What follows belongs to an exercise in optimizing a design on an open flow for small area; a production flow would make more cautious choices. RTL that was checked went through simulation tests only; none was proved equivalent to the original. No functional check of the RTL was part of run 1. No activity file was given, so power comes from the tool's default toggle rates.

[flow/config.mk]
export PLATFORM = sky130hd
export DESIGN_NAME = wav_header_parser
export DESIGN_NICKNAME = wav_header_parser
export VERILOG_FILES = /design/flow/design.v
export SDC_FILE = /design/flow/constraint.sdc
export NUM_CORES = 4
export LEC_CHECK = 0
export CAP_MARGIN = 20
export CORE_MARGIN = 2
export CORE_UTILIZATION = 40
export CTS_BUF_LIST = sky130_fd_sc_hd__clkbuf_8
export CTS_CLUSTER_DIAMETER = 100
export CTS_CLUSTER_SIZE = 50
export SLEW_MARGIN = 20
[flow/constraint.sdc]
create_clock -name core_clock -period 6.0 [get_ports {clock}]
set_input_delay 1.2000 -clock core_clock [delete_from_list [all_inputs] [get_ports {clock}]]
set_output_delay 1.2000 -clock core_clock [all_outputs]
set_load 0.01 [all_outputs]
[flow/design.v]
package whp_pkg;
   localparam logic [31:0] TAG_RIFF = 32'h4646_4952;
   localparam logic [31:0] TAG_WAVE = 32'h4556_4157;
   localparam logic [31:0] TAG_FMT  = 32'h2074_6D66;
   localparam logic [31:0] TAG_FACT = 32'h7463_6166;
   localparam logic [31:0] TAG_LIST = 32'h5453_494C;
   localparam logic [31:0] TAG_DATA = 32'h6174_6164;
   localparam logic [2:0] MAX_CHANNELS_RESET = 3'd6;
   localparam logic [3:0] ERR_RIFF_TAG   = 4'd1;
   localparam logic [3:0] ERR_RIFF_SIZE  = 4'd2;
   localparam logic [3:0] ERR_WAVE_TAG   = 4'd3;
   localparam logic [3:0] ERR_FMT_TAG    = 4'd4;
   localparam logic [3:0] ERR_FMT_SIZE   = 4'd5;
   localparam logic [3:0] ERR_FORMAT     = 4'd6;
   localparam logic [3:0] ERR_CHANNELS   = 4'd7;
   localparam logic [3:0] ERR_RATE       = 4'd8;
   localparam logic [3:0] ERR_BITS       = 4'd9;
   localparam logic [3:0] ERR_FACT_SIZE  = 4'd10;
   localparam logic [3:0] ERR_LIST_SIZE  = 4'd11;
   localparam logic [3:0] ERR_CHUNK_TAG  = 4'd12;
   localparam logic [3:0] ERR_DATA_SIZE  = 4'd13;
   localparam logic [3:0] ERR_FLOAT_BITS = 4'd14;
   localparam logic [4:0] PH_HDR    = 5'd0;    
   localparam logic [4:0] PH_TAG_A  = 5'd1;    
   localparam logic [4:0] PH_TAG_B  = 5'd2;    
   localparam logic [4:0] PH_TAG_C  = 5'd3;    
   localparam logic [4:0] PH_TF     = 5'd4;    
   localparam logic [4:0] PH_TL     = 5'd5;    
   localparam logic [4:0] PH_TD     = 5'd6;    
   localparam logic [4:0] PH_SIZEF  = 5'd7;
   localparam logic [4:0] PH_SIZEL  = 5'd8;
   localparam logic [4:0] PH_SIZED  = 5'd9;
   localparam logic [4:0] PH_SKIPF  = 5'd10;
   localparam logic [4:0] PH_SKIPL  = 5'd11;
   localparam logic [4:0] PH_PAYHD  = 5'd12;   
   localparam logic [4:0] PH_PAY    = 5'd13;   
   localparam logic [4:0] PH_LAST   = 5'd14;   
   localparam logic [4:0] PH_DONE   = 5'd16;
endpackage
import whp_pkg::*;
module wav_header_parser (
   input  logic        clock,
   input  logic        reset,
   input  logic        req_valid,
   output logic        req_ready,
   input  logic [7:0]  req_in_byte,
   input  logic        req_start_of_file,
   output logic        rsp_valid,
   input  logic        rsp_ready,
   output logic        rsp_header_done,
   output logic [3:0]  rsp_error_code,
   output logic        rsp_is_payload,
   output logic [7:0]  rsp_payload_byte,
   output logic        rsp_last_payload,
   output logic [2:0]  rsp_num_channels,
   output logic [30:0] rsp_sample_rate,
   output logic [2:0]  rsp_bytes_per_sample,
   output logic [1:0]  rsp_sample_type,
   output logic [31:0] rsp_data_size,
   output logic [31:0] rsp_data_offset,
   input  logic        csr_valid,
   output logic        csr_ready,
   input  logic [2:0]  csr_max_channels
);
   logic [2:0]  max_chan_ff;
   logic        rsp_valid_ff;
   logic [4:0]  ph_ff,   ph_in;
   logic        idx1_ff, idx1_in;
   logic        e_ff,    e_in;
   logic        g_ff,    g_in;
   logic        flt_ff,  flt_in;
   logic [2:0]  chan_ff;
   logic [1:0]  bc_ff;           
   logic [31:0] a_ff, b_ff, o_ff;
   logic [30:0] r_ff;
   logic        accept, start;
   logic [4:0]  cph;
   logic [31:0] cur_o, o_in;
   logic        o_clr;
   logic [5:0]  pos;
   logic [7:0]  b;
   logic [1:0]  idx;
   logic        first, cond;
   logic [3:0]  err;
   logic        a_sh, b_sh, b_dec, chan_we, bc_we;
   logic [3:0]  r_we;
   logic        bz1;
   logic [8:0]  cmp;
   logic        hd;
   function automatic logic [7:0] tbyte(input logic [31:0] w, input logic [1:0] i);
      case (i)
         2'd0:    tbyte = w[7:0];
         2'd1:    tbyte = w[15:8];
         2'd2:    tbyte = w[23:16];
         default: tbyte = w[31:24];
      endcase
   endfunction
   assign accept    = req_valid && req_ready;
   assign req_ready = !rsp_valid_ff || rsp_ready;
   assign csr_ready = 1'b1;
   assign start = req_start_of_file;
   assign b     = req_in_byte;
   assign cph   = start ? PH_HDR : ph_ff;
   assign cur_o = start ? 32'd0 : o_ff;
   assign o_clr = reset || (accept && start);
   assign o_in  = o_clr ? {31'd0, !reset} : (o_ff + {31'd0, accept});
   assign pos   = cur_o[5:0];
   assign idx   = {idx1_ff, pos[0]};
   assign bz1   = (b_ff[31:1] == 31'd0);
   assign cmp   = {1'b0, a_ff[7:0]} - {1'b0, b} - {8'd0, g_ff & !first};
   logic [7:0]  exp, msk;
   logic        spec, spec_ok, last, pol, xfail;
   logic [3:0]  code;
   logic        fail;
   always_comb begin
      exp     = 8'h00;
      msk     = 8'hFF;
      spec    = 1'b0;
      spec_ok = 1'b0;
      first   = 1'b0;
      last    = 1'b0;
      pol     = 1'b0;
      xfail   = 1'b0;
      code    = ERR_CHUNK_TAG;
      case (cph)
         PH_HDR: begin
            case (pos)
               6'd0, 6'd1, 6'd2, 6'd3: begin
                  exp = tbyte(TAG_RIFF, pos[1:0]); first = (pos == 6'd0); last = (pos == 6'd3);
                  code = ERR_RIFF_TAG;
               end
               6'd4, 6'd5, 6'd6, 6'd7: begin
                  first = (pos == 6'd4); last = (pos == 6'd7); pol = 1'b1; code = ERR_RIFF_SIZE;
               end
               6'd8, 6'd9, 6'd10, 6'd11: begin
                  exp = tbyte(TAG_WAVE, pos[1:0]); first = (pos == 6'd8); last = (pos == 6'd11);
                  code = ERR_WAVE_TAG;
               end
               6'd12, 6'd13, 6'd14, 6'd15: begin
                  exp = tbyte(TAG_FMT, pos[1:0]); first = (pos == 6'd12); last = (pos == 6'd15);
                  code = ERR_FMT_TAG;
               end
               6'd16: begin
                  first = 1'b1; spec = 1'b1;
                  spec_ok = (b == 8'h10 || b == 8'h12 || b == 8'h28);
               end
               6'd17, 6'd18, 6'd19: begin last = (pos == 6'd19); code = ERR_FMT_SIZE; end
               6'd20: begin
                  first = 1'b1; spec = 1'b1;
                  spec_ok = ((b ^ {8{b[7]}}) == 8'h01);
               end
               6'd21: begin exp = {8{!g_ff}}; last = 1'b1; code = ERR_FORMAT; end
               6'd22: begin first = 1'b1; msk = 8'hF8; end
               6'd23: begin
                  last = 1'b1; code = ERR_CHANNELS;
                  xfail = (chan_ff == 3'd0) || (chan_ff > max_chan_ff);
               end
               6'd24, 6'd25, 6'd26, 6'd27: begin
                  first = (pos == 6'd24); last = (pos == 6'd27); pol = 1'b1; code = ERR_RATE;
                  xfail = b[7];
               end
               6'd34: begin
                  first = 1'b1; spec = 1'b1;
                  spec_ok = (b[2:0] == 3'd0 && b[7:6] == 2'd0 && b[5:3] != 3'd0 &&
                             (!b[5] || b[4:3] == 2'd0));
               end
               6'd35: begin last = 1'b1; code = ERR_BITS; end
               default: ;
            endcase
         end
         PH_TAG_A, PH_TAG_B, PH_TAG_C: begin
            first = 1'b1; spec = 1'b1;
            spec_ok = (b == TAG_FACT[7:0] && cph == PH_TAG_A) ||
                      (b == TAG_LIST[7:0] && cph != PH_TAG_C) ||
                      (b == TAG_DATA[7:0]);
         end
         PH_TF: begin exp = tbyte(TAG_FACT, idx); last = (idx == 2'd3); end
         PH_TL: begin exp = tbyte(TAG_LIST, idx); last = (idx == 2'd3); end
         PH_TD: begin exp = tbyte(TAG_DATA, idx); last = (idx == 2'd3); end
         PH_SIZEF, PH_SIZEL, PH_SIZED: begin
            first = (idx == 2'd0); last = (idx == 2'd3); pol = 1'b1;
            xfail = (cph == PH_SIZED) ? cmp[8] : b[7];
            code  = (cph == PH_SIZEF) ? ERR_FACT_SIZE :
                    (cph == PH_SIZEL) ? ERR_LIST_SIZE : ERR_DATA_SIZE;
         end
         default: ;
      endcase
      cond = spec ? spec_ok : (((b ^ exp) & msk) == 8'd0);
      e_in = (first || e_ff) && cond;
      fail = last && ((pol ? e_in : !e_in) || xfail);
   end
   always_comb begin
      ph_in   = cph;
      idx1_in = idx1_ff;
      g_in    = g_ff;
      flt_in  = flt_ff;
      a_sh    = 1'b0;
      b_sh    = 1'b0;
      b_dec   = 1'b0;
      chan_we = 1'b0;
      bc_we   = 1'b0;
      r_we    = 4'd0;
      err     = fail ? code : 4'd0;
      case (cph)
         PH_HDR: begin
            flt_in  = 1'b0;
            idx1_in = 1'b0;
            case (pos)
               6'd4, 6'd5, 6'd6, 6'd7: a_sh = 1'b1;
               6'd16: b_sh = 1'b1;
               6'd20: g_in = b[0];
               6'd22: chan_we = 1'b1;
               6'd24: r_we[0] = 1'b1;
               6'd25: r_we[1] = 1'b1;
               6'd26: r_we[2] = 1'b1;
               6'd27: r_we[3] = 1'b1;
               6'd34: bc_we = 1'b1;
               6'd35: if (!b_ff[25] && !b_ff[29]) ph_in = PH_TAG_A;
               6'd37: if (b_ff[25]) ph_in = PH_TAG_A;
               6'd59: if (b_ff[29]) ph_in = PH_TAG_A;
               default: ;
            endcase
         end
         PH_TAG_A, PH_TAG_B, PH_TAG_C: begin
            if (b == TAG_FACT[7:0] && cph == PH_TAG_A)      ph_in = PH_TF;
            else if (b == TAG_LIST[7:0] && cph != PH_TAG_C) ph_in = PH_TL;
            else                                            ph_in = PH_TD;
         end
         PH_TF, PH_TL, PH_TD: begin
            idx1_in = idx1_ff ^ pos[0];
            if (idx == 2'd3) begin
               if (cph == PH_TF)      ph_in = PH_SIZEF;
               else if (cph == PH_TL) ph_in = PH_SIZEL;
               else                   ph_in = PH_SIZED;
            end
         end
         PH_SIZEF, PH_SIZEL: begin
            idx1_in = idx1_ff ^ pos[0];
            b_sh    = 1'b1;
            if (idx == 2'd3) begin
               if (cph == PH_SIZEF) begin ph_in = PH_SKIPF; flt_in = 1'b1; end
               else ph_in = PH_SKIPL;
            end
         end
         PH_SIZED: begin
            idx1_in = idx1_ff ^ pos[0];
            b_sh    = 1'b1;
            a_sh    = 1'b1;
            g_in    = cmp[8];
            if (idx == 2'd3) begin
               if (flt_ff && bc_ff != 2'd0) err   = ERR_FLOAT_BITS;
               else                         ph_in = PH_PAYHD;
            end
         end
         PH_SKIPF, PH_SKIPL: begin
            b_dec = 1'b1;
            if (bz1 && pos[0]) ph_in = (cph == PH_SKIPF) ? PH_TAG_B : PH_TAG_C;
         end
         PH_PAYHD, PH_PAY: begin
            a_sh  = 1'b1;
            b_dec = 1'b1;
            ph_in = (bz1 && b_ff[0]) ? PH_LAST : PH_PAY;
         end
         PH_LAST: ph_in = PH_DONE;
         default: ;
      endcase
      if (fail) err = code;
      if (err != 4'd0) ph_in = {1'b1, err};
   end
   always_ff @(posedge clock) begin
      if (reset) begin
         max_chan_ff <= MAX_CHANNELS_RESET;
      end else if (csr_valid) begin
         max_chan_ff <= csr_max_channels;
      end
   end
   always_ff @(posedge clock) begin
      if (reset) begin
         rsp_valid_ff <= 1'b0;
      end else if (accept) begin
         rsp_valid_ff <= 1'b1;
      end else if (rsp_ready) begin
         rsp_valid_ff <= 1'b0;
      end
   end
   always_ff @(posedge clock) begin
      if (reset) begin
         ph_ff <= PH_HDR;
      end else if (accept) begin
         ph_ff <= ph_in;
      end
   end
   always_ff @(posedge clock) begin
      o_ff <= o_in;
   end
   always_ff @(posedge clock) begin
      if (accept && b_sh) b_ff <= {b, b_ff[31:8]};
      else                b_ff <= b_ff - {31'd0, accept && b_dec};
   end
   always_ff @(posedge clock) begin
      if (accept) begin
         idx1_ff <= idx1_in;
         e_ff    <= e_in;
         g_ff    <= g_in;
         flt_ff  <= flt_in;
         if (chan_we) chan_ff <= b[2:0];
         if (bc_we)   bc_ff   <= b[4:3];
         if (a_sh)    a_ff    <= {b, a_ff[31:8]};
         if (r_we[0]) r_ff[7:0]   <= b;
         if (r_we[1]) r_ff[15:8]  <= b;
         if (r_we[2]) r_ff[23:16] <= b;
         if (r_we[3]) r_ff[30:24] <= b[6:0];
      end
   end
   assign hd                   = (ph_ff == PH_PAYHD);
   assign rsp_valid            = rsp_valid_ff;
   assign rsp_header_done      = hd;
   assign rsp_error_code       = ph_ff[4] ? ph_ff[3:0] : 4'd0;
   assign rsp_is_payload       = (ph_ff == PH_PAY) || (ph_ff == PH_LAST);
   assign rsp_payload_byte     = rsp_is_payload ? a_ff[31:24] : 8'd0;
   assign rsp_last_payload     = (ph_ff == PH_LAST);
   assign rsp_num_channels     = hd ? chan_ff : 3'd0;
   assign rsp_sample_rate      = hd ? r_ff : 31'd0;
   assign rsp_bytes_per_sample = hd ? {bc_ff == 2'd0, bc_ff} : 3'd0;
   assign rsp_sample_type      = hd ? {flt_ff, !flt_ff && bc_ff != 2'd1} : 2'd0;
   assign rsp_data_size        = hd ? b_ff : 32'd0;
   assign rsp_data_offset      = hd ? o_ff : 32'd0;
endmodule
[flow/run.sh]
#!/bin/bash
# synth_recipe.tcl (not shown) runs the flow's synth.tcl, then flattens the netlist and writes it again
# the make line also repeats each setting of config.mk as NAME=value (left out here)
make -C /OpenROAD-flow-scripts/flow DESIGN_CONFIG=/design/flow/config.mk WORK_HOME=/design/flow/orfs CLKGATE_MAP_FILE= SYNTH_SCRIPT=/design/flow/synth_recipe.tcl finish
==> impl_metrics.ini, run 1 <==
[run]
max-cap-violations = 0

[synth]
syn_inst = 981
ys_seq_elements = 145
synth_area_um2 = 8540
ys_types = 72
ys_warn_count = 1
synth_edf_count = 72
avgSynthCellArea_um2 = 8.70
async_reset_ff_share_pct = 0
seq_area_frac_synth_pct = 42.4
ys.flop_type = dfxtp_1
syn-num-nets = 1024

[power]
p_leak_nw = 3.74
p_switching_mw = 0.831
cellInternalPower_mw = 1.64
clockPowerShare_pct = 29.9
p_sw_share_pct = 33.7
power.density_nw_per_um2 = 234
p_seq_share_pct = 54.0
power_frac_comb_pct = 16.2
ir_drop_v = 0.000121

[routing]
drc_errors = 0
antenna_left = 0
dr.pass1.iters = 7
routed_wl_um = 24900
vias = 7497
wl_per_cell_um = 18.1
vias_per_cell = 5.43
drt-initial-drc-count = 707

[worst_setup_path]
cp.arrival_ps = 5430
critical_path_class = input pin to register
path_cells = clkdlybuf4s50_1, or3_1, nor2_1, nand2_1, a211o_1, nand4_1, ha_1, a21o_1, ha_1, nand2_1, nand3b_1, a21oi_1, o21ai_0, mux2i_1, a211o_1, nand2b_1, o221ai_4, nand2_1, a32o_1
cp.required_ps = 6360
r2r-end = ph_ff[4]
slowest_stage = clkdlybuf4s50_1
r2r-start = o_ff[5]
critPathMostFrequentCell = nand2_1
reg2reg_depth = 18
regToRegSetupSlack_ps = 1480
critPathBufInv = 1
start_kind = input pin
worstPathMaxFanout = 8
path_delay_family = compound AO/OA/AOI/OAI gates
critical_path.endpoint_type = register
critPathMaxStageDelay_ps = 580

[clock_tree]
clk_path_buf_depth = 2
numCtsBuffers = 17
insertion_delay_ps = 470
cts_hold_buf = 0
htreeDepth = 4
root_buffer = clkbuf_8
cts_resized = 0
path_clk_slew_ps = 90
post_cts_buffers = 0
cts_num_sinks = 145
cts_tree = built

[die]
fp.coreArea_um2 = 21000
die_w_um = 150
start_util_pct = 40.7
std_cell_rows = 53
fp.dieH_um = 150
die_area_um2 = 22500
num_io_pins = 138

[timing]
max_slew.worst_pin.slew_ps = 911
setup_ws_ps = 931
fin_skew_ps = 15.6
finalHoldViolCount = 0
rsz0062_at_grt = no
fmax_mhz = 197
maxSlewHeadroom_pct = 39.2
totalNegativeSetupSlack_ps = 0
whs_ps = 414
setup_viol = 0
finalMaxSlewViolations = 0
period_share_pct = 84.5
period_minus_slack_ps = 5070

[global_routing]
first_global_vias = 6912
grt_max_degree = 89
antenna_found_initial = 0
track_usage_pct = 22.3
grt_pass1_wl_um = 39000
grt_overflow = 0

[finish]
area_delta_synth_final_pct = 23.5
n_antenna_cell = 0
drive_above_1_share_pct = 6.51
num-fill-cells = 2030
nets = 1136
fin_area_um2 = 10500
postLayoutCoreUtil_pct = 50.3

[placed_design]
dpl_cell_area_um2 = 10200
gp_congestion = 0.950
post-place-ws_ps = 447
portBuffers = 136
dpl.hpwl_um = 17900

[status]
status = timing/DRC/antenna clean

[min_path]
holdPathStages = 0
hold-path-endpoint = a_ff[7]
hold_path.class = register to register
hp-start = a_ff[15]
==> placed cells by master, fill, tap and decap left out, types with 3 or more instances in the layout <==
cell type / instances
clkdlybuf4s50_1: 136
nor2_1: 119
and2_1: 107
dfxtp_1: 73
edfxtp_1: 72
nand2_1: 61
a21oi_1: 58
inv_1: 47
nor3_1: 34
xnor2_1: 33
o21ai_0: 31
xor2_1: 29
nand3_1: 27
ha_1: 26
nor4_1: 22
buf_4: 21
nand4_1: 19
clkbuf_8: 17
or3_1: 15
nand2b_1: 12
and3_1: 12
nor2b_1: 11
a31oi_1: 7
nor3b_1: 6
a22oi_1: 5
or2_2: 5
a211o_1: 4
o211ai_1: 4
mux2i_1: 4
a211oi_1: 4
a21o_1: 4
inv_6: 4
nor4b_1: 3
o21a_1: 3
nor4_2: 3
or4b_1: 3
nand3b_1: 3
inv_8: 3
==> per-layer routing <==
metal / share of wire (%) / track usage, % / up-vias / routed length, um
li1: - / - / 3660 / -
met1: 47 / 31.5 / 3490 / 11700
met2: 44 / 33.6 / 297 / 10900
met3: 6.9 / 5.03 / 50 / 1730
met4: 2.5 / 7.92 / 0 / 635
met5: 0 / 0 / - / 0
==> final cells by class <==
class	count	area (um2)	share of cell area, %
sequential	145	3620	34.4
clock inverter	15	128	1.21
clock buffer	17	234	2.22
timing repair buffer	158	1540	14.6
multi-input combinational	725	4500	42.7
tap	275	344	3.26
inverter	46	173	1.64
==> power by group through the flow <==
stage               combinational, mW  clock [mW]  sequential, mW
floorplan                       0.326           0            1.26
global placement                0.395           0            1.36
detailed placement              0.394           0            1.36
CTS                             0.397       0.753            1.33
global route                    0.446       0.797            1.36
finish                          0.399       0.737            1.33
==> worst max-delay path by stage <==
stage | from | to | slack, ps | cells past startpoint
6_report | req_start_of_file | ph_ff[4] | 930 | 19
2_1_floorplan | req_start_of_file | ph_ff[4] | 1340 | 20
3_5_place_dp | req_start_of_file | ph_ff[4] | 450 | 19
3_3_place_gp | req_start_of_file | ph_ff[4] | 510 | 19
5_1_grt | req_start_of_file | ph_ff[4] | 620 | 20
4_1_cts | req_start_of_file | ph_ff[4] | 930 | 19
==> cells in the mapped netlist (3+ instances only) <==
cell type / number / area, um2
a211o_1: 4 / 35.0
a211oi_1: 4 / 30.0
a21o_1: 4 / 30.0
a21oi_1: 58 / 290
a22oi_1: 5 / 37.5
a31oi_1: 7 / 43.8
and2_1: 107 / 669
and3_1: 12 / 75.1
buf_2: 9 / 45.0
clkbuf_1: 52 / 195
dfxtp_1: 73 / 1460
edfxtp_1: 72 / 2160
ha_1: 26 / 325
inv_1: 46 / 173
mux2i_1: 4 / 40.0
nand2_1: 61 / 229
nand2b_1: 12 / 75.1
nand3_1: 27 / 135
nand3b_1: 3 / 22.5
nand4_1: 19 / 119
nor2_1: 120 / 450
nor2b_1: 11 / 68.8
nor3_1: 35 / 175
nor3b_1: 6 / 45.0
nor4_1: 22 / 138
nor4_2: 3 / 37.5
nor4b_1: 3 / 26.3
o211ai_1: 4 / 30.0
o21a_1: 3 / 22.5
o21ai_0: 32 / 160
or2_2: 5 / 31.3
or3_1: 15 / 93.8
or4b_1: 3 / 30.0
xnor2_1: 33 / 289
xor2_1: 29 / 254
==> per-stage QoR <==
step	cells	total power [mW]
final	1381	2.47
after detailed placement	1349	1.75
after floorplan	981	1.59
after global routing	1381	2.60
after global placement	1349	1.75
after CTS	1381	2.48
==> worst register-to-register path: stages, from the launching register on <==
cell	delay, ps
dfxtp_1	880
nor4b_1	540
a22oi_1	210
nor2_1	120
nor2_1	70
nand4_1	120
ha_1	240
a21o_1	180
ha_1	270
nand2_1	70
nand3b_1	70
a21oi_1	140
o21ai_0	100
mux2i_1	160
a211o_1	350
nand2b_1	190
o221ai_4	330
nand2_1	100
a32o_1	260
==> flip-flops by register name, summed over array words and instances (netlist names) <==
signal / cells
flt_ff: 1
chan_ff: 3
a_ff: 32
g_ff: 1
idx1_ff: 1
b_ff: 32
r_ff: 31
bc_ff: 2
o_ff: 32
ph_ff: 5
rsp_valid_ff: 1
e_ff: 1
max_chan_ff: 3
==> cell families after synthesis <==
kind of cell	count (synthesis)	share of synthesized area [%]
compound gates	158	12.4
xor+xnor	62	6.36
fa+ha+maj	26	3.81
buf+inv	111	5.10
flops	145	42.4
mux	4	0.469
other cells	1	0.0439
simple gates	474	29.4
==> run 2, diff against run 1 <==
--- a/flow/design.v
+++ b/flow/design.v
@@ -72,7 +72,8 @@
    logic [2:0]  chan_ff;
    logic [1:0]  bc_ff;           
    logic [31:0] a_ff, b_ff, o_ff;
-   logic [30:0] r_ff;
+   logic [31:0] bn_ff;    
+   logic [30:0] rn_ff;    
    logic        accept, start;
    logic [4:0]  cph;
    logic [31:0] cur_o, o_in;
@@ -80,7 +81,7 @@
    logic [5:0]  pos;
    logic [7:0]  b;
    logic [1:0]  idx;
-   logic        first, cond;
+   logic        cond;
    logic [3:0]  err;
    logic        a_sh, b_sh, b_dec, chan_we, bc_we;
    logic [3:0]  r_we;
@@ -106,18 +107,18 @@
    assign o_in  = o_clr ? {31'd0, !reset} : (o_ff + {31'd0, accept});
    assign pos   = cur_o[5:0];
    assign idx   = {idx1_ff, pos[0]};
-   assign bz1   = (b_ff[31:1] == 31'd0);
-   assign cmp   = {1'b0, a_ff[7:0]} - {1'b0, b} - {8'd0, g_ff & !first};
+   assign b_ff  = ~bn_ff;
+   assign bz1   = (bn_ff[31:1] == 31'h7FFF_FFFF);
+   assign cmp   = {1'b0, a_ff[7:0]} - {1'b0, b} - {8'd0, g_ff};
    logic [7:0]  exp, msk;
    logic        spec, spec_ok, last, pol, xfail;
    logic [3:0]  code;
-   logic        fail;
+   logic        fail, e_ok;
    always_comb begin
       exp     = 8'h00;
-      msk     = 8'hFF;
+      msk     = 8'h00;
       spec    = 1'b0;
       spec_ok = 1'b0;
-      first   = 1'b0;
       last    = 1'b0;
       pol     = 1'b0;
       xfail   = 1'b0;
@@ -126,59 +127,59 @@
          PH_HDR: begin
             case (pos)
                6'd0, 6'd1, 6'd2, 6'd3: begin
-                  exp = tbyte(TAG_RIFF, pos[1:0]); first = (pos == 6'd0); last = (pos == 6'd3);
+                  exp = tbyte(TAG_RIFF, pos[1:0]); msk = 8'hFF; last = (pos == 6'd3);
                   code = ERR_RIFF_TAG;
                end
                6'd4, 6'd5, 6'd6, 6'd7: begin
-                  first = (pos == 6'd4); last = (pos == 6'd7); pol = 1'b1; code = ERR_RIFF_SIZE;
+                  msk = 8'hFF; last = (pos == 6'd7); pol = 1'b1; code = ERR_RIFF_SIZE;
                end
                6'd8, 6'd9, 6'd10, 6'd11: begin
-                  exp = tbyte(TAG_WAVE, pos[1:0]); first = (pos == 6'd8); last = (pos == 6'd11);
+                  exp = tbyte(TAG_WAVE, pos[1:0]); msk = 8'hFF; last = (pos == 6'd11);
                   code = ERR_WAVE_TAG;
                end
                6'd12, 6'd13, 6'd14, 6'd15: begin
-                  exp = tbyte(TAG_FMT, pos[1:0]); first = (pos == 6'd12); last = (pos == 6'd15);
+                  exp = tbyte(TAG_FMT, pos[1:0]); msk = 8'hFF; last = (pos == 6'd15);
                   code = ERR_FMT_TAG;
                end
                6'd16: begin
-                  first = 1'b1; spec = 1'b1;
+                  spec = 1'b1;
                   spec_ok = (b == 8'h10 || b == 8'h12 || b == 8'h28);
                end
-               6'd17, 6'd18, 6'd19: begin last = (pos == 6'd19); code = ERR_FMT_SIZE; end
+               6'd17, 6'd18, 6'd19: begin msk = 8'hFF; last = (pos == 6'd19); code = ERR_FMT_SIZE; end
                6'd20: begin
-                  first = 1'b1; spec = 1'b1;
+                  spec = 1'b1;
                   spec_ok = ((b ^ {8{b[7]}}) == 8'h01);
                end
-               6'd21: begin exp = {8{!g_ff}}; last = 1'b1; code = ERR_FORMAT; end
-               6'd22: begin first = 1'b1; msk = 8'hF8; end
+               6'd21: begin msk = 8'hFF; exp = {8{!g_ff}}; last = 1'b1; code = ERR_FORMAT; end
+               6'd22: msk = 8'hF8;
                6'd23: begin
-                  last = 1'b1; code = ERR_CHANNELS;
+                  msk = 8'hFF; last = 1'b1; code = ERR_CHANNELS;
                   xfail = (chan_ff == 3'd0) || (chan_ff > max_chan_ff);
                end
                6'd24, 6'd25, 6'd26, 6'd27: begin
-                  first = (pos == 6'd24); last = (pos == 6'd27); pol = 1'b1; code = ERR_RATE;
+                  msk = 8'hFF; last = (pos == 6'd27); pol = 1'b1; code = ERR_RATE;
                   xfail = b[7];
                end
                6'd34: begin
-                  first = 1'b1; spec = 1'b1;
+                  spec = 1'b1;
                   spec_ok = (b[2:0] == 3'd0 && b[7:6] == 2'd0 && b[5:3] != 3'd0 &&
                              (!b[5] || b[4:3] == 2'd0));
                end
-               6'd35: begin last = 1'b1; code = ERR_BITS; end
+               6'd35: begin msk = 8'hFF; last = 1'b1; code = ERR_BITS; end
                default: ;
             endcase
          end
          PH_TAG_A, PH_TAG_B, PH_TAG_C: begin
-            first = 1'b1; spec = 1'b1;
+            spec = 1'b1;
             spec_ok = (b == TAG_FACT[7:0] && cph == PH_TAG_A) ||
                       (b == TAG_LIST[7:0] && cph != PH_TAG_C) ||
                       (b == TAG_DATA[7:0]);
          end
-         PH_TF: begin exp = tbyte(TAG_FACT, idx); last = (idx == 2'd3); end
-         PH_TL: begin exp = tbyte(TAG_LIST, idx); last = (idx == 2'd3); end
-         PH_TD: begin exp = tbyte(TAG_DATA, idx); last = (idx == 2'd3); end
+         PH_TF: begin msk = 8'hFF; exp = tbyte(TAG_FACT, idx); last = (idx == 2'd3); end
+         PH_TL: begin msk = 8'hFF; exp = tbyte(TAG_LIST, idx); last = (idx == 2'd3); end
+         PH_TD: begin msk = 8'hFF; exp = tbyte(TAG_DATA, idx); last = (idx == 2'd3); end
          PH_SIZEF, PH_SIZEL, PH_SIZED: begin
-            first = (idx == 2'd0); last = (idx == 2'd3); pol = 1'b1;
+            msk = 8'hFF; last = (idx == 2'd3); pol = 1'b1;
             xfail = (cph == PH_SIZED) ? cmp[8] : b[7];
             code  = (cph == PH_SIZEF) ? ERR_FACT_SIZE :
                     (cph == PH_SIZEL) ? ERR_LIST_SIZE : ERR_DATA_SIZE;
@@ -186,13 +187,14 @@
          default: ;
       endcase
       cond = spec ? spec_ok : (((b ^ exp) & msk) == 8'd0);
-      e_in = (first || e_ff) && cond;
-      fail = last && ((pol ? e_in : !e_in) || xfail);
+      e_ok = (e_ff || start) && cond;
+      e_in = last || e_ok;
+      fail = last && ((pol ? e_ok : !e_ok) || xfail);
    end
    always_comb begin
       ph_in   = cph;
       idx1_in = idx1_ff;
-      g_in    = g_ff;
+      g_in    = 1'b0;
       flt_in  = flt_ff;
       a_sh    = 1'b0;
       b_sh    = 1'b0;
@@ -294,22 +296,25 @@
       o_ff <= o_in;
    end
    always_ff @(posedge clock) begin
-      if (accept && b_sh) b_ff <= {b, b_ff[31:8]};
-      else                b_ff <= b_ff - {31'd0, accept && b_dec};
+      if (reset)       e_ff <= 1'b1;
+      else if (accept) e_ff <= e_in;
+   end
+   always_ff @(posedge clock) begin
+      if (accept && b_sh) bn_ff <= {~b, bn_ff[31:8]};
+      else                bn_ff <= bn_ff + {31'd0, accept && b_dec};
    end
    always_ff @(posedge clock) begin
       if (accept) begin
          idx1_ff <= idx1_in;
-         e_ff    <= e_in;
          g_ff    <= g_in;
          flt_ff  <= flt_in;
          if (chan_we) chan_ff <= b[2:0];
          if (bc_we)   bc_ff   <= b[4:3];
          if (a_sh)    a_ff    <= {b, a_ff[31:8]};
-         if (r_we[0]) r_ff[7:0]   <= b;
-         if (r_we[1]) r_ff[15:8]  <= b;
-         if (r_we[2]) r_ff[23:16] <= b;
-         if (r_we[3]) r_ff[30:24] <= b[6:0];
+         if (r_we[0]) rn_ff[7:0]   <= ~b;
+         if (r_we[1]) rn_ff[15:8]  <= ~b;
+         if (r_we[2]) rn_ff[23:16] <= ~b;
+         if (r_we[3]) rn_ff[30:24] <= ~b[6:0];
       end
    end
    assign hd                   = (ph_ff == PH_PAYHD);
@@ -320,7 +325,7 @@
    assign rsp_payload_byte     = rsp_is_payload ? a_ff[31:24] : 8'd0;
    assign rsp_last_payload     = (ph_ff == PH_LAST);
    assign rsp_num_channels     = hd ? chan_ff : 3'd0;
-   assign rsp_sample_rate      = hd ? r_ff : 31'd0;
+   assign rsp_sample_rate      = hd ? ~rn_ff : 31'd0;
    assign rsp_bytes_per_sample = hd ? {bc_ff == 2'd0, bc_ff} : 3'd0;
    assign rsp_sample_type      = hd ? {flt_ff, !flt_ff && bc_ff != 2'd1} : 2'd0;
    assign rsp_data_size        = hd ? b_ff : 32'd0;
==> flow/flow/run.sh (new file) <==
#!/bin/bash
# Layout flow: the standard ORFS flow, with two layout choices changed:
#  - each input and output port still gets its own buffer, but a small one
#    (sky130_fd_sc_hd__buf_1) instead of the default pick;
#  - the clock tree is built from clkbuf_8 cells without dummy loads.
# Every ORFS step writes its full log under orfs/logs/; make's own output goes
# to flow_make.log in the work folder.
set -euo pipefail
export BUFFER_PORTS_ARGS="-buffer_cell sky130_fd_sc_hd__buf_1"
export CTS_ARGS="-sink_clustering_enable -repair_clock_nets -dont_use_dummy_load -buf_list sky130_fd_sc_hd__clkbuf_8 -sink_clustering_size 50 -sink_clustering_max_diameter 100"
bash standard.sh finish > flow_make.log 2>&1
==> flow/standard.sh (new file) <==
#!/bin/bash
# synth_recipe.tcl (not shown) runs the flow's synth.tcl, then flattens the netlist and writes it again
# the make line also repeats each setting of config.mk as NAME=value (left out here)
make -C /OpenROAD-flow-scripts/flow DESIGN_CONFIG=/design/flow/config.mk WORK_HOME=/design/flow/orfs CLKGATE_MAP_FILE= SYNTH_SCRIPT=/design/flow/synth_recipe.tcl "${@:-finish}"
--- a/flow/config.mk
+++ b/flow/config.mk
@@ -8,7 +8,6 @@
 export CAP_MARGIN = 20
 export CORE_MARGIN = 2
 export CORE_UTILIZATION = 40
-export CTS_BUF_LIST = sky130_fd_sc_hd__clkbuf_8
-export CTS_CLUSTER_DIAMETER = 100
-export CTS_CLUSTER_SIZE = 50
+export GPL_TIMING_DRIVEN = 0
+export SETUP_SLACK_MARGIN = 0.2
 export SLEW_MARGIN = 20
removed: flow/run.sh
==> impl_metrics.ini, run 2 <==
[synth]
synth_edf_count = 71
synth.most_common_cell = nor2_1
avgSynthCellArea_um2 = 8.65
ys.flop_type = dfxtp_1
ys_types = 75
syn_inst = 941
seq_area_frac_synth_pct = 44.4
synth_area_um2 = 8140
ys_seq_elements = 145
yosys.area.top_type_share_pct = 26.2
synth_top_cell_by_area = edfxtp_1
syn-num-nets = 985
ys_top_cells_by_area = edfxtp_1 (26%), dfxtp_1 (18%), nor2_1 (8.4%)
async_reset_ff_share_pct = 0
ys_warn_count = 1
ys_top_cells_by_count = nor2_1 (183), dfxtp_1 (74), edfxtp_1 (71), nand2_1 (59), inv_1 (54)

[status]
status = timing/DRC/antenna clean

[worst_setup_path]
worstPathMaxFanout = 10
r2r-start = o_ff[0]
critical_path.endpoint_type = register
cp.arrival_ps = 4880
critical_path_class = input pin to register
critPathBufInv = 4
path_cells = buf_1, nand2b_1, clkbuf_1, inv_2, ha_1, clkbuf_1, nor2_1, o2111ai_1, nand2_1, xnor2_1, nor4_4, a31oi_1, nor4_4, nor3_2, a2111oi_4
cp.required_ps = 6340
slowest_stage = nor4_4
critPathMaxStageDelay_ps = 490
path_delay_family = simple AND/OR/NAND/NOR gates
crit_path_start = req_start_of_file
start_kind = input pin

[timing]
totalNegativeSetupSlack_ps = 0
max_slew.worst_pin.slew_ps = 810
period_minus_slack_ps = 4540
setup_viol = 0
finalMaxSlewViolations = 0
maxSlewHeadroom_pct = 45.6
fin_skew_ps = 27.6
period_share_pct = 75.7
fmax_mhz = 220
finalHoldViolCount = 0
rsz0062_at_grt = no
whs_ps = 386

[clock_tree]
post_cts_buffers = 0
cts_tree = built
cts_num_sinks = 145
clk_path_buf_depth = 2
insertion_delay_ps = 450
cts_hold_buf = 0
cts_resized = 0
root_buffer = clkbuf_8
htreeDepth = 4
path_clk_slew_ps = 80
numCtsBuffers = 17

[die]
std_cell_rows = 52
start_util_pct = 40.5
die_area_um2 = 21500
fp.dieH_um = 147
die_w_um = 147
num_io_pins = 138
fp.coreArea_um2 = 20100

[placed_design]
gp_congestion = 0.988
portBuffers = 136
dpl_cell_area_um2 = 9040
dpl.hpwl_um = 17300

[global_routing]
grt_pass1_wl_um = 37000
track_usage_pct = 21.9
grt_max_degree = 23
grt_overflow = 0
first_global_vias = 6816
antenna_found_initial = 0

[finish]
ff_latch_area_um2 = 3610
nets = 1141
top_regs = a_ff (32), bn_ff (32), o_ff (32)
multi_input_area_um2 = 4140
final_common_cell = nor2_1
n_antenna_cell = 0
drive_above_1_share_pct = 4.38
layout_common_cells = nor2_1 (183), buf_1 (138), dfxtp_1 (74)
area_delta_synth_final_pct = 13.9
num-fill-cells = 2037
fin_area_um2 = 9280

[min_path]
hp-start = a_ff[8]
hold_path.class = register to register

[routing]
vias_per_cell = 5.28
antenna_left = 0
wl_per_cell_um = 17.1
vias = 7211
drt-initial-drc-count = 584
dr.pass1.iters = 5
drc_errors = 0
routed_wl_um = 23400

[power]
p_leak_nw = 3.44
ir_drop_v = 0.000128
power.density_nw_per_um2 = 201

[run]
max-cap-violations = 0
## run 2: cell count changes in the layout (fill, tap and decap cells not counted), sizes merged, moves of 8 or more
cell | previous run | this run
clkbuf | 17 | 57
clkdlybuf4s50 | 136 | 0
nand3 | 27 | 36
nor2 | 120 | 184
a21oi | 59 | 51
buf | 22 | 146
and2 | 107 | 48
xnor2 | 33 | 24
xor2 | 29 | 44
nor4 | 25 | 9
## run 2: cells by family after synthesis
family	share of synthesized area [%]
AO/OA/AOI/OAI	11.7
XOR/XNOR	7.32
adder cells (fa/ha/maj)	4.15
buffers and inverters	5.06
flip-flops	44.4
multiplexers	0.661
other	0.0461
AND/OR/NAND/NOR	26.6
## run 2: layout make-up
cell class                      instances  area share [%]
Multi-Input combinational cell        691            44.6
Sequential cell                       145            39.0
Timing Repair Buffer                  137            5.80
Tap cell                              270            3.64
Clock buffer                           17            2.52
Inverter                               56            2.27
Buffer                                 49            2.17
## run 2: worst paths after layout
check        cells after the start        to  slack [ps]
min reg2reg                      0   a_ff[0]         390
min                              0   a_ff[0]         390
max                             15  ph_ff[1]        1460
max reg2reg                     15  ph_ff[1]        1950
## run 2: routing by layer
metal	part of all wire, %	up-vias	track usage, %
li1	-	3541	-
met1	46	3344	30.2
met2	45	291	34.4
met3	7.3	35	3.75
met4	2.5	0	8.35
met5	0	-	0
## run 2: where the power goes
part / internal [mW] / leakage [nW] / switching, mW
combinational: 0.0724 / 2.08 / 0.141
sequential: 1.06 / 1.24 / 0.0285
clock: 0.249 / 0.122 / 0.318
total: 1.38 / 3.44 / 0.488
## run 2: stage by stage
stage / utilization, % / setup slack, ps / power (mW) / instances
detailed placement: 45.0 / 1090 / 1.32 / 1348
floorplan: - / 1790 / 1.25 / 941
global route: 46.1 / 1190 / 1.95 / 1365
global placement: 44.7 / 505 / 1.32 / 1347
finish: 46.1 / 1460 / 1.87 / 1365
CTS: 46.1 / 1530 / 1.89 / 1365
==> run 3, diff against run 2 <==
--- a/flow/config.mk
+++ b/flow/config.mk
@@ -8,6 +8,4 @@
 export CAP_MARGIN = 20
 export CORE_MARGIN = 2
 export CORE_UTILIZATION = 40
-export GPL_TIMING_DRIVEN = 0
-export SETUP_SLACK_MARGIN = 0.2
 export SLEW_MARGIN = 20
==> impl_metrics.ini, run 3 <==
[status]
status = timing/DRC/antenna clean

[die]
std_cell_rows = 52
start_util_pct = 40.5
fp.coreArea_um2 = 20100
fp.dieH_um = 147
num_io_pins = 138
die_w_um = 147
die_area_um2 = 21500

[clock_tree]
cts_resized = 0
path_clk_slew_ps = 70
post_cts_buffers = 0
htreeDepth = 4
cts_tree = built
clk_path_buf_depth = 2
cts_num_sinks = 145
cts_hold_buf = 0
insertion_delay_ps = 450
root_buffer = clkbuf_8
numCtsBuffers = 17

[finish]
final_common_cell = nor2_1
nets = 1098
layout_common_cells = nor2_1 (183), buf_1 (136), dfxtp_1 (74)
drive_above_1_share_pct = 4.56
area_delta_synth_final_pct = 11.9
top_regs = a_ff (32), bn_ff (32), o_ff (32)
postLayoutCoreUtil_pct = 45.3
n_antenna_cell = 0

[worst_setup_path]
crit_path_start = ph_ff[1]
cp.required_ps = 4800
path_delay_family = simple AND/OR/NAND/NOR gates
critPathBufInv = 2
slowest_stage = inv_1
path_cells = or2_1, or3_2, inv_1, and2_1, buf_1
critical_path_class = register to primary output
regToRegSetupSlack_ps = 2370
critical_path.endpoint_type = primary output
worstPathMaxFanout = 32
cp.arrival_ps = 3100
critPathMaxStageDelay_ps = 730
start_kind = register
r2r-start = o_ff[0]

[synth]
synth_top_cell_by_area = edfxtp_1
seq_area_frac_synth_pct = 44.4
synth.most_common_cell = nor2_1
synthXorXnorAreaFrac_pct = 7.32
async_reset_ff_share_pct = 0
avgSynthCellArea_um2 = 8.65
synth-compound-area-share_pct = 11.7
synth_top_family_by_area = simple AND/OR/NAND/NOR gates
ys_top_cells_by_count = nor2_1 (183), dfxtp_1 (74), edfxtp_1 (71), nand2_1 (59), inv_1 (54)
ys.flop_type = dfxtp_1
ys_types = 75
synth.area.mux_share_pct = 0.661
yosys.area_share.adder_pct = 4.15
syn-num-nets = 985
synth_area_um2 = 8140
synth_edf_count = 71
ys_seq_elements = 145
syn_inst = 941
ys_top_cells_by_area = edfxtp_1 (26%), dfxtp_1 (18%), nor2_1 (8.4%)
ys_warn_count = 1
yosys.area_share.simple_pct = 26.6
yosys.area.top_type_share_pct = 26.2

[run]
max-cap-violations = 0

[global_routing]
grt_pass1_wl_um = 35600
grt_overflow = 0
antenna_found_initial = 0
track_usage_pct = 20.9
grt_max_degree = 73
first_global_vias = 6402

[timing]
totalNegativeSetupSlack_ps = 0
maxSlewHeadroom_pct = 31.7
fmax_mhz = 232
rsz0062_at_grt = no
period_minus_slack_ps = 4300
finalHoldViolCount = 0
setup_viol = 0
max_slew.worst_pin.slew_ps = 1020
finalMaxSlewViolations = 0
fin_skew_ps = 29.4
period_share_pct = 71.7
whs_ps = 398

[routing]
antenna_left = 0
wl_per_cell_um = 16.9
vias = 6990
vias_per_cell = 5.29
routed_wl_um = 22400
drc_errors = 0
drt-initial-drc-count = 593
dr.pass1.iters = 5

[min_path]
hold_path.class = register to register
hp-start = a_ff[8]

[power]
p_leak_nw = 3.39
ir_drop_v = 0.000120
power.density_nw_per_um2 = 205

[placed_design]
dpl.hpwl_um = 16200
gp_congestion = 0.983
portBuffers = 136
run 3: kinds of logic (layout without fill, tap and decap cells):
logic type | Yosys count | in the layout
xor gates and xnor gates | 68 | 68
other | 1 | 1
muxes | 5 | 5
and+or+nand+nor | 444 | 444
buffers and inverters | 105 | 216
adders and majority gates | 27 | 27
DFF | 145 | 145
AOI/OAI and AO/OA | 146 | 146
run 3: layout make-up:
cell class	instances	area, um2
fillers	2055	11000
multi-input cells	691	4150
inverters	56	210
flip-flops and latches	145	3610
well taps	270	338
repair buffers	143	563
clock buffers	17	234
run 3: routing by layer:
layer / share of wire (%) / wire length [um] / global-route usage [%] / vias to the layer above
met1: 48 / 10600 / 30.2 / 3262
met4: 1.9 / 416 / 6.17 / 0
li1: - / - / - / 3451
met5: 0 / 0 / 0 / -
met2: 45 / 9960 / 31.9 / 254
met3: 6.1 / 1360 / 4.03 / 23
run 3: worst reg2reg max path: stages, from the launching register on:
cell	delay (ps)
dfxtp_1	590
nand2b_1	350
inv_2	220
ha_1	450
nor2_1	110
o2111ai_1	140
nand2_1	90
xnor2_1	170
nor4_4	370
a31oi_1	200
nor4_4	410
o21ai_0	160
a221oi_1	270
run 3: worst paths after layout:
kind,endpoint,cells past startpoint
max,rsp_data_offset[30],5
min,a_ff[0],0
max reg2reg,ph_ff[3],12
min reg2reg,a_ff[0],0
run 3: through the flow:
step | setup slack (ps) | std cells | cell area, um2 | power, mW
2_1_floorplan | 1790 | 941 | 8140 | 1.25
3_3_place_gp | 1630 | 1305 | 8860 | 1.31
3_5_place_dp | 1580 | 1305 | 8860 | 1.31
4_1_cts | 1650 | 1322 | 9100 | 1.87
5_1_grt | 1460 | 1322 | 9110 | 1.94
6_report | 1700 | 1322 | 9110 | 1.86
run 3: where the power goes:
| group | total (mW) | leakage (nW) | switching [mW] | internal, mW |
|---|---|---|---|---|
| combinational | 0.188 | 2.02 | 0.118 | 0.0694 |
| clock | 0.570 | 0.122 | 0.321 | 0.250 |
| sequential | 1.11 | 1.24 | 0.0458 | 1.06 |
| total | 1.86 | 3.39 | 0.485 | 1.38 |
==> run 4, diff against run 3 <==
==> flow/flow/run.sh (replaced) <==
#!/bin/bash
# Layout flow: the standard ORFS flow, with two layout choices changed:
#  - each input and output port still gets its own buffer, but a small one
#    (sky130_fd_sc_hd__buf_1) instead of the default pick;
#  - the clock tree is built from clkbuf_4 cells (clkbuf_8 at the root) without dummy loads.
# Every ORFS step writes its full log under orfs/logs/; make's own output goes
# to flow_make.log in the work folder.
set -euo pipefail
export BUFFER_PORTS_ARGS="-buffer_cell sky130_fd_sc_hd__buf_1"
export CTS_ARGS="-sink_clustering_enable -repair_clock_nets -dont_use_dummy_load -buf_list sky130_fd_sc_hd__clkbuf_4 -root_buf sky130_fd_sc_hd__clkbuf_8 -sink_clustering_size 50 -sink_clustering_max_diameter 100"
bash standard.sh finish > flow_make.log 2>&1
--- a/flow/config.mk
+++ b/flow/config.mk
@@ -7,5 +7,6 @@
 export LEC_CHECK = 0
 export CAP_MARGIN = 20
 export CORE_MARGIN = 2
-export CORE_UTILIZATION = 40
+export CORE_UTILIZATION = 60
+export PLACE_DENSITY = 0.7
 export SLEW_MARGIN = 20
==> impl_metrics.ini, run 4 <==
[global_routing]
antenna_found_initial = 0
track_usage_pct = 29.7
first_global_vias = 6224
grt_overflow = 0
grt_max_degree = 74
grt_pass1_wl_um = 33200

[placed_design]
dpl_cell_area_um2 = 8720
gp_congestion = 0.975
dpl.hpwl_um = 15400
portBuffers = 136
post-place-ws_ps = 1610

[finish]
area_delta_synth_final_pct = 8.97
ff_latch_area_um2 = 3610
drive_above_1_share_pct = 4.48
multi_input_area_um2 = 4150
n_antenna_cell = 0
nets = 1095
num-fill-cells = 1153
fin_area_um2 = 8870
top_regs = a_ff (32), bn_ff (32), o_ff (32)
final_common_cell = nor2_1
layout_common_cells = nor2_1 (183), buf_1 (136), dfxtp_1 (74)

[synth]
yosys.area.top_type_share_pct = 26.2
async_reset_ff_share_pct = 0
ys_top_cells_by_area = edfxtp_1 (26%), dfxtp_1 (18%), nor2_1 (8.4%)
ys_types = 75
synth_top_cell_by_area = edfxtp_1
synth_edf_count = 71
syn-num-nets = 985
ys_warn_count = 1
seq_area_frac_synth_pct = 44.4
syn_inst = 941
ys_seq_elements = 145
synth.most_common_cell = nor2_1
ys.flop_type = dfxtp_1
avgSynthCellArea_um2 = 8.65
synth_area_um2 = 8140
ys_top_cells_by_count = nor2_1 (183), dfxtp_1 (74), edfxtp_1 (71), nand2_1 (59), inv_1 (54)

[clock_tree]
path_clk_slew_ps = 110
insertion_delay_ps = 430
root_buffer = clkbuf_8
cts_resized = 0
numCtsBuffers = 17
cts_hold_buf = 0
cts_num_sinks = 145
cts_tree = built
htreeDepth = 4
post_cts_buffers = 0
clk_path_buf_depth = 2

[power]
p_leak_nw = 3.33
power.density_nw_per_um2 = 194
ir_drop_v = 0.000120

[worst_setup_path]
path_cells = or2_1, or3_2, buf_4, inv_1, and2_1, buf_1
r2r-start = o_ff[2]
cp.arrival_ps = 3380
path_delay_family = buffers and inverters
critPathBufInv = 3
critical_path_class = register to primary output
critPathMaxStageDelay_ps = 770
cp.required_ps = 4800
crit_path_start = ph_ff[1]
slowest_stage = dfxtp_1
worstPathMaxFanout = 73
start_kind = register
critical_path.endpoint_type = primary output

[timing]
period_minus_slack_ps = 4580
fin_skew_ps = 31.6
period_share_pct = 76.4
finalMaxSlewViolations = 0
setup_ws_ps = 1420
rsz0062_at_grt = no
max_slew.worst_pin.slew_ps = 1050
maxSlewHeadroom_pct = 29.8
totalNegativeSetupSlack_ps = 0
finalHoldViolCount = 0
setup_viol = 0
fmax_mhz = 218

[routing]
vias = 7148
drc_errors = 0
drt-initial-drc-count = 801
antenna_left = 0
wl_per_cell_um = 17.3
vias_per_cell = 5.84
dr.pass1.iters = 5
routed_wl_um = 21200

[die]
fp.dieH_um = 120
num_io_pins = 138
std_cell_rows = 42
start_util_pct = 61.5
fp.coreArea_um2 = 13200
die_w_um = 120
die_area_um2 = 14500

[status]
status = timing/DRC/antenna clean

[run]
max-cap-violations = 0

[min_path]
hp-start = a_ff[16]
hold_path.class = register to register
-- run 4: cell counts after synthesis --
Identical to the previous run, type by type.
-- run 4: final timing paths --
| kind | endpoint | slack, ps | cells past startpoint |
|---|---|---|---|
| worst max-delay path | rsp_data_offset[2] | 1420 | 6 |
| worst min-delay path | a_ff[8] | 410 | 0 |
| worst max register to register | ph_ff[1] | 2330 | 10 |
| worst min register to register | a_ff[8] | 410 | 0 |
-- run 4: metrics by stage --
stage	total power [mW]	hold slack, ps	cells	utilization (%)
final	1.72	410	1225	67.0
after floorplan	1.25	400	941	-
after detailed placement	1.31	405	1208	65.9
after CTS	1.72	408	1225	66.9
after global placement	1.31	400	1208	65.9
after global routing	1.79	422	1225	67.0
-- run 4: area by class of cell --
class	instances	share of cell area (%)
Clock buffer	17	1.51
Inverter	56	2.37
Multi-Input combinational cell	691	46.8
Sequential cell	145	40.7
Tap cell	176	2.48
Timing Repair Buffer	140	6.09
-- run 4: kinds of logic (layout without fill, tap and decap cells) --
logic type / Yosys count / after routing / synth area share [%]
buf+inv: 105 / 213 / 5.06
compound gates: 146 / 146 / 11.7
other cells: 1 / 1 / 0.0461
simple gates: 444 / 444 / 26.6
xor+xnor: 68 / 68 / 7.32
fa+ha+maj: 27 / 27 / 4.15
mux: 5 / 5 / 0.661
flops: 145 / 145 / 44.4
-- run 4: power breakdown --
group | internal, mW | switching, mW | total [mW] | leakage (nW)
clock | 0.139 | 0.288 | 0.427 | 0.0808
sequential | 1.06 | 0.0445 | 1.10 | 1.24
combinational | 0.0690 | 0.118 | 0.187 | 2.01
total | 1.27 | 0.451 | 1.72 | 3.33
-- run 4: metal layers --
layer	track usage, %	share of wire [%]	vias up
met5	0	0	-
met4	11.3	2.9	0
met3	6.93	8.0	46
met2	43.6	44	338
met1	42.6	45	3317
li1	-	-	3447
-- run 4: worst register-to-register path, cell delays in order (launching register included) --
cell and delay, ps:
dfxtp_1 670, nand2_1 260, nor4_1 640, a2111oi_0 300, o21ai_1 230, xnor2_1 120, nor4_4 280, a31oi_1 190
nor4_4 430, nor3_2 130, a2111oi_4 330
==> run 5, diff against run 4 <==
==> flow/flow/run.sh (replaced) <==
#!/bin/bash
# Layout flow: the standard ORFS flow with these layout choices changed:
#  - after the standard synthesis (run unchanged), the combinational logic
#    between the flip-flops is re-mapped by ABC with an area-oriented script
#    (flow/reopt.sh, flow/area.abc); every flip-flop keeps its instance name
#    and cell;
#  - each input and output port still gets its own buffer, but a small one
#    (sky130_fd_sc_hd__buf_1) instead of the default pick;
#  - the clock tree is built from clkbuf_4 cells (clkbuf_8 at the root) without dummy loads.
# Logs: flow_synth.log, flow_reopt.log (with reopt_stat.txt), flow_make.log
# in the work folder, and every ORFS step's own log under orfs/logs/.
set -euo pipefail
W=$(pwd)
R=$W/orfs/results/$FLOW_PLATFORM/wav_header_parser/base
LIB=$FLOW_HOME/platforms/$FLOW_PLATFORM/lib/sky130_fd_sc_hd__tt_025C_1v80.lib
export BUFFER_PORTS_ARGS="-buffer_cell sky130_fd_sc_hd__buf_1"
export CTS_ARGS="-sink_clustering_enable -repair_clock_nets -dont_use_dummy_load -buf_list sky130_fd_sc_hd__clkbuf_4 -root_buf sky130_fd_sc_hd__clkbuf_8 -sink_clustering_size 50 -sink_clustering_max_diameter 100"
if ! command -v yosys > /dev/null; then
  export PATH="$FLOW_HOME/../tools/install/yosys/bin:$PATH"
fi
bash standard.sh synth > flow_synth.log 2>&1
cp "$R/1_2_yosys.v" "$W/1_2_yosys_standard.v"
bash flow/reopt.sh "$W/1_2_yosys_standard.v" "$R/1_2_yosys.v" "$LIB" "$W/flow/area.abc" > flow_reopt.log 2>&1
rm -f "$R/1_synth.odb" "$R/1_synth.sdc"
bash standard.sh finish > flow_make.log 2>&1
==> flow/flow/area.abc (new file) <==
&get -n
&st
&fraig -x
&syn2
&dch -f
&nf -a
&st
&dc2
&syn2
&dch -f
&nf -a -R 1000
&st
&dc2
&syn2
&dch -f
&nf -a -R 1000
&st
&dc2
&syn2
&dch -f
&nf -a -R 1000
&put
==> flow/flow/reopt.sh (new file) <==
#!/bin/bash
# Re-map the combinational logic of the standard synthesis netlist for area.
# Usage: reopt.sh IN.v OUT.v LIB ABC_SCRIPT
# Every flip-flop instance is kept as it is (same instance name, same cell),
# only the logic between them is re-mapped by ABC with an area-oriented script.
set -euo pipefail
IN=$1; OUT=$2; LIB=$3; SCRIPT=$4
DU=""
for c in probe_p_8 probec_p_8 lpflow_bleeder_1 lpflow_clkbufkapwr_1 lpflow_clkbufkapwr_16 \
  lpflow_clkbufkapwr_2 lpflow_clkbufkapwr_4 lpflow_clkbufkapwr_8 lpflow_clkinvkapwr_1 \
  lpflow_clkinvkapwr_16 lpflow_clkinvkapwr_2 lpflow_clkinvkapwr_4 lpflow_clkinvkapwr_8 \
  lpflow_decapkapwr_12 lpflow_decapkapwr_3 lpflow_decapkapwr_4 lpflow_decapkapwr_6 \
  lpflow_decapkapwr_8 lpflow_inputiso0n_1 lpflow_inputiso0p_1 lpflow_inputiso1n_1 \
  lpflow_inputiso1p_1 lpflow_inputisolatch_1 lpflow_isobufsrc_1 lpflow_isobufsrc_16 \
  lpflow_isobufsrc_2 lpflow_isobufsrc_4 lpflow_isobufsrc_8 lpflow_isobufsrckapwr_16 \
  lpflow_lsbuf_lh_hl_isowell_tap_1 lpflow_lsbuf_lh_hl_isowell_tap_2 \
  lpflow_lsbuf_lh_hl_isowell_tap_4 lpflow_lsbuf_lh_isowell_4 lpflow_lsbuf_lh_isowell_tap_1 \
  lpflow_lsbuf_lh_isowell_tap_2 lpflow_lsbuf_lh_isowell_tap_4; do
  DU="$DU -dont_use sky130_fd_sc_hd__$c"
done
SEQ=$(grep -o 'sky130_fd_sc_hd__[a-z0-9_]*' "$IN" | sort -u | grep -E '__(e?dfx|dfr|dfs|dfb|sdf|sedf|dl)' | tr '\n' ' ')
cat > reopt.ys <<EOY
read_liberty -ignore_miss_func $LIB
read_verilog $IN
hierarchy -top wav_header_parser
setattr -mod -set keep_hierarchy 1 $SEQ
flatten
opt_clean -purge
abc -D 6000 -script $SCRIPT -liberty $LIB $DU
opt_clean -purge
hilomap -singleton -hicell sky130_fd_sc_hd__conb_1 HI -locell sky130_fd_sc_hd__conb_1 LO
splitnets
opt_clean -purge
rename -hide w:*.*
opt_clean -purge
tee -o reopt_stat.txt stat -liberty $LIB
select wav_header_parser
write_verilog -noattr -noexpr -nohex -nodec -selected $OUT
EOY
yosys -s reopt.ys
==> impl_metrics.ini, run 5 <==
[status]
status = timing/DRC/antenna clean

[finish]
n_antenna_cell = 0
postLayoutCoreUtil_pct = 70.4
drive_above_1_share_pct = 3.96
nets = 978
area_delta_synth_final_pct = 13.9
layout_common_cells = nor2_1 (141), buf_1 (136), dfxtp_1 (74)
num-fill-cells = 918
top_regs = a_ff (32), bn_ff (32), o_ff (32)
final_common_cell = nor2_1

[die]
die_area_um2 = 12700
std_cell_rows = 39
num_io_pins = 138
die_w_um = 113
fp.coreArea_um2 = 11500
start_util_pct = 61.8
fp.dieH_um = 113

[worst_setup_path]
r2r-start = o_ff[2]
cp.required_ps = 6330
critical_path.endpoint_type = register
regToRegSetupSlack_ps = 980
reg2reg_depth = 17
worstPathMaxFanout = 7
cp.arrival_ps = 5470
critical_path_class = input pin to register
start_kind = input pin
r2r-end = o_ff[31]

[clock_tree]
htreeDepth = 4
cts_hold_buf = 0
path_clk_slew_ps = 110
clk_path_buf_depth = 2
cts_tree = built
cts_num_sinks = 145
root_buffer = clkbuf_8
numCtsBuffers = 17
post_cts_buffers = 0
insertion_delay_ps = 430
cts_resized = 0

[placed_design]
portBuffers = 136
gp_congestion = 1.01
post-place-ws_ps = 535
dpl.hpwl_um = 13700

[timing]
totalNegativeSetupSlack_ps = 0
maxSlewHeadroom_pct = 37.0
fin_skew_ps = 30.3
setup_viol = 0
finalMaxSlewViolations = 0
max_slew.worst_pin.slew_ps = 940
rsz0062_at_grt = no
finalHoldViolCount = 0
period_share_pct = 85.7
whs_ps = 404
fmax_mhz = 194
period_minus_slack_ps = 5140
setup_ws_ps = 857

[routing]
routed_wl_um = 19100
met1_length_um = 8290
drt-initial-drc-count = 728
highest_layer = met4
dr_wl_met3_um = 1570
antenna_left = 0
routed-wl-met2_um = 8760
drc_errors = 0
wl_per_cell_um = 17.4
dr.pass1.iters = 5
vias_per_cell = 6.06
vias = 6675

[global_routing]
first_global_vias = 5986
track_usage_pct = 29.9
grt_max_degree = 67
grt_pass1_wl_um = 29900
grt_overflow = 0
antenna_found_initial = 0

[run]
max-cap-violations = 0

[synth]
ys_warn_count = 1
avgSynthCellArea_um2 = 8.98
syn-num-nets = 806
syn_inst = 789
synth_area_um2 = 7080

[power]
total_power_mw = 1.62
p_leak_nw = 2.80
ir_drop_v = 0.000176
power.density_nw_per_um2 = 200

[min_path]
holdPathStages = 0
hold_path.class = register to register
hold-path-endpoint = a_ff[7]
hp-start = a_ff[15]
## run 5: cell type report
| cell class | instances | area, um2 | share of cell area, % |
|---|---|---|---|
| inverter | 23 | 86.3 | 1.07 |
| clock buffer | 17 | 134 | 1.66 |
| tap | 143 | 179 | 2.22 |
| multi-input combinational | 621 | 3400 | 42.1 |
| sequential | 145 | 3610 | 44.8 |
| timing repair buffer | 153 | 658 | 8.16 |
## run 5: worst max path at each step
stage,from,endpoint,slack (ps),cells past startpoint
after detailed placement,rsp_ready,o_ff[31],530,19
after floorplan,rsp_ready,o_ff[31],790,18
after CTS,rsp_ready,o_ff[31],960,19
after global placement,rsp_ready,o_ff[31],770,19
final,rsp_ready,o_ff[31],860,19
after global routing,rsp_ready,o_ff[30],480,19
## run 5: layer usage
metal  global-route usage [%]  up-vias
li1                         -     3192
met1                     41.4     3078
met2                     46.9      351
met3                     6.91       54
met4                     10.0        0
met5                        0        -
## run 5: per-stage QoR
step | cell area (um2) | std cells
6_report | 8070 | 1102
2_1_floorplan | 7080 | 789
3_5_place_dp | 7910 | 1084
4_1_cts | 8040 | 1101
5_1_grt | 8070 | 1102
3_3_place_gp | 7910 | 1084
## run 5: worst max-delay path: stages
cell	delay, ps
buf_1	60
nand2b_1	130
nand2_1	80
nor3_1	450
and3_1	270
and2_0	230
and3_1	230
and3_1	240
and3_1	230
and2_0	280
and4_1	290
and3_1	210
and2_0	240
and3_1	310
and4_1	300
and3_1	220
and2_0	240
a21oi_1	100
nor3_1	160
## run 5: where the power goes
| part | total [mW] | switching (mW) | internal [mW] | leakage [nW] |
|---|---|---|---|---|
| sequential | 1.06 | 0.0188 | 1.04 | 1.24 |
| clock | 0.429 | 0.289 | 0.139 | 0.0808 |
| combinational | 0.125 | 0.0823 | 0.0422 | 1.48 |
| total | 1.62 | 0.391 | 1.23 | 2.80 |
==> run 6, diff against run 5 <==
--- a/flow/flow/run.sh
+++ b/flow/flow/run.sh
@@ -6,7 +6,7 @@
 #    and cell;
 #  - each input and output port still gets its own buffer, but a small one
 #    (sky130_fd_sc_hd__buf_1) instead of the default pick;
-#  - the clock tree is built from clkbuf_4 cells (clkbuf_8 at the root) without dummy loads.
+#  - the clock tree is built from clkbuf_8 cells without dummy loads.
 # Logs: flow_synth.log, flow_reopt.log (with reopt_stat.txt), flow_make.log
 # in the work folder, and every ORFS step's own log under orfs/logs/.
 set -euo pipefail
@@ -14,7 +14,7 @@
 R=$W/orfs/results/$FLOW_PLATFORM/wav_header_parser/base
 LIB=$FLOW_HOME/platforms/$FLOW_PLATFORM/lib/sky130_fd_sc_hd__tt_025C_1v80.lib
 export BUFFER_PORTS_ARGS="-buffer_cell sky130_fd_sc_hd__buf_1"
-export CTS_ARGS="-sink_clustering_enable -repair_clock_nets -dont_use_dummy_load -buf_list sky130_fd_sc_hd__clkbuf_4 -root_buf sky130_fd_sc_hd__clkbuf_8 -sink_clustering_size 50 -sink_clustering_max_diameter 100"
+export CTS_ARGS="-sink_clustering_enable -repair_clock_nets -dont_use_dummy_load -buf_list sky130_fd_sc_hd__clkbuf_8 -sink_clustering_size 50 -sink_clustering_max_diameter 100"
 if ! command -v yosys > /dev/null; then
   export PATH="$FLOW_HOME/../tools/install/yosys/bin:$PATH"
 fi
==> impl_metrics.ini, run 6 <==
[global_routing]
track_usage_pct = 29.9
antenna_found_initial = 0
first_global_vias = 6012
grt_overflow = 0
grt_max_degree = 67
grt_pass1_wl_um = 30100

[finish]
num-fill-cells = 904
n_antenna_cell = 0
postLayoutCoreUtil_pct = 71.2
area_delta_synth_final_pct = 15.4
final_common_cell = nor2_1
drive_above_1_share_pct = 3.96
fin_cells = 1102
layout_common_cells = nor2_1 (141), buf_1 (136), dfxtp_1 (74)
nets = 978
top_regs = a_ff (32), bn_ff (32), o_ff (32)

[clock_tree]
cts_num_sinks = 145
cts_hold_buf = 0
path_clk_slew_ps = 70
post_cts_buffers = 0
cts_tree = built
insertion_delay_ps = 450
clk_path_buf_depth = 2
root_buffer = clkbuf_8
cts_resized = 0
numCtsBuffers = 17
htreeDepth = 4

[power]
power.density_nw_per_um2 = 213
ir_drop_v = 0.000205
p_leak_nw = 2.84
cellInternalPower_mw = 1.34
p_seq_share_pct = 61.1
p_sw_share_pct = 23.3
clockPowerShare_pct = 31.8
p_switching_mw = 0.406
power_frac_comb_pct = 7.2

[synth]
ys_warn_count = 1
syn_inst = 789
syn-num-nets = 806
avgSynthCellArea_um2 = 8.98
synth_area_um2 = 7080

[worst_setup_path]
worstPathMaxFanout = 7
reg2reg_depth = 17
cp.arrival_ps = 5430
r2r-start = o_ff[2]
critical_path.endpoint_type = register
start_kind = input pin
regToRegSetupSlack_ps = 1010
crit_path_start = rsp_ready
critPathMaxStageDelay_ps = 440
critical_path_class = input pin to register
r2r-end = o_ff[31]
crit_end = o_ff[31]
slowest_stage = nor3_1
cp.required_ps = 6350
critPathMostFrequentCell = and3_1
path_cells = buf_1, nand2b_1, nand2_1, nor3_1, and3_1, and2_0, and3_1, and3_1, and3_1, and2_0, and4_1, and3_1, and2_0, and3_1, and4_1, and3_1, and2_0, a21oi_1, nor3_1

[routing]
dr.pass1.iters = 7
vias_per_cell = 6.03
vias = 6644
wl_per_cell_um = 17.4
drt-initial-drc-count = 647
routed_wl_um = 19200
antenna_left = 0
drc_errors = 0

[timing]
maxSlewHeadroom_pct = 36.8
fmax_mhz = 197
rsz0062_at_grt = no
period_minus_slack_ps = 5080
totalNegativeSetupSlack_ps = 0
fin_skew_ps = 17.9
period_share_pct = 84.7
finalHoldViolCount = 0
setup_viol = 0
finalMaxSlewViolations = 0
max_slew.worst_pin.slew_ps = 942

[die]
num_io_pins = 138
fp.dieH_um = 113
start_util_pct = 61.8
die_w_um = 113
fp.coreArea_um2 = 11500
std_cell_rows = 39
die_area_um2 = 12700

[placed_design]
dp.cells = 1084
dpl.hpwl_um = 13700
gp_congestion = 1.01
portBuffers = 136

[run]
max-cap-violations = 0

[status]
status = timing/DRC/antenna clean

[min_path]
hold_path.class = register to register
run 6: routing by layer:
layer / wire length [um] / GRT usage (%) / vias to the layer above
met1: 8480 / 41.4 / 3098
met4: 485 / 10.1 / 0
li1: - / - / 3190
met3: 1440 / 6.37 / 49
met5: 0 / 0 / -
met2: 8790 / 47.3 / 307
run 6: worst max-delay path: cells and delay by family:
| family | cells | cell delay (ps) |
|---|---|---|
| buffers and inverters | 1 | 60 |
| AOI/OAI and AO/OA | 1 | 90 |
| and+or+nand+nor | 17 | 4080 |
run 6: through the flow:
stage                     area [um2]  setup WS (ps)  hold slack, ps  power [mW]
after floorplan                 7080            793             400        1.15
after global placement          7910            772             402        1.20
after detailed placement        7910            535             405        1.21
after CTS                       8140            955             404        1.74
after global routing            8170            449             407        1.79
final                           8170            918             411        1.74
run 6: area by class of cell:
type / count / area, um2 / share of cell area, %
flip-flops and latches: 145 / 3610 / 44.2
multi-input cells: 621 / 3400 / 41.6
repair buffers: 153 / 658 / 8.06
clock buffers: 17 / 234 / 2.86
well taps: 143 / 179 / 2.19
inverters: 23 / 86.3 / 1.06
run 6: worst min path at each step:
stage | startpoint | end | slack [ps] | cells past startpoint
final | a_ff[15] | a_ff[7] | 410 | 0
after global routing | a_ff[15] | a_ff[7] | 410 | 0
after CTS | a_ff[15] | a_ff[7] | 400 | 0
after detailed placement | a_ff[9] | a_ff[1] | 400 | 0
after global placement | a_ff[8] | a_ff[0] | 400 | 0
after floorplan | a_ff[8] | a_ff[0] | 400 | 0
run 6: power by group through the flow:
stage | Clock [mW] | Sequential, mW | Combinational [mW]
3_5_place_dp | 0 | 1.08 | 0.121
5_1_grt | 0.593 | 1.07 | 0.136
4_1_cts | 0.559 | 1.06 | 0.122
6_report | 0.554 | 1.06 | 0.125
2_1_floorplan | 0 | 1.08 | 0.0716
3_3_place_gp | 0 | 1.08 | 0.120

## separate check: timing with driven ports
The results above use ideal ports. As a check the final layouts listed here were re-extracted and re-timed, cells and wires unchanged. Step 1 sets driving cells, clkbuf_16 on the clock port and buf_2 on the other inputs (assumed; they add their load-dependent delay and slew). Step 2 also shifts input and output timing later by t, the mid clock arrival at the registers, as if the neighbouring blocks saw the same clock. a / b / c = ideal / step 1 / step 2; a / b = the first two.
run	shift t [ns]	setup WS [ns]
run 1	0.504	0.931 / 0.954 / 0.451
run 2	0.484	1.457 / 1.456 / 0.972
run 3	0.473	1.697 / 1.655 / 1.544
run 4	0.454	1.417 / 1.379 / 1.503
run 5	0.454	0.857 / 0.869 / 0.415
run 6	0.474	0.918 / 0.930 / 0.456
After both steps setup and hold are still met in every run listed.
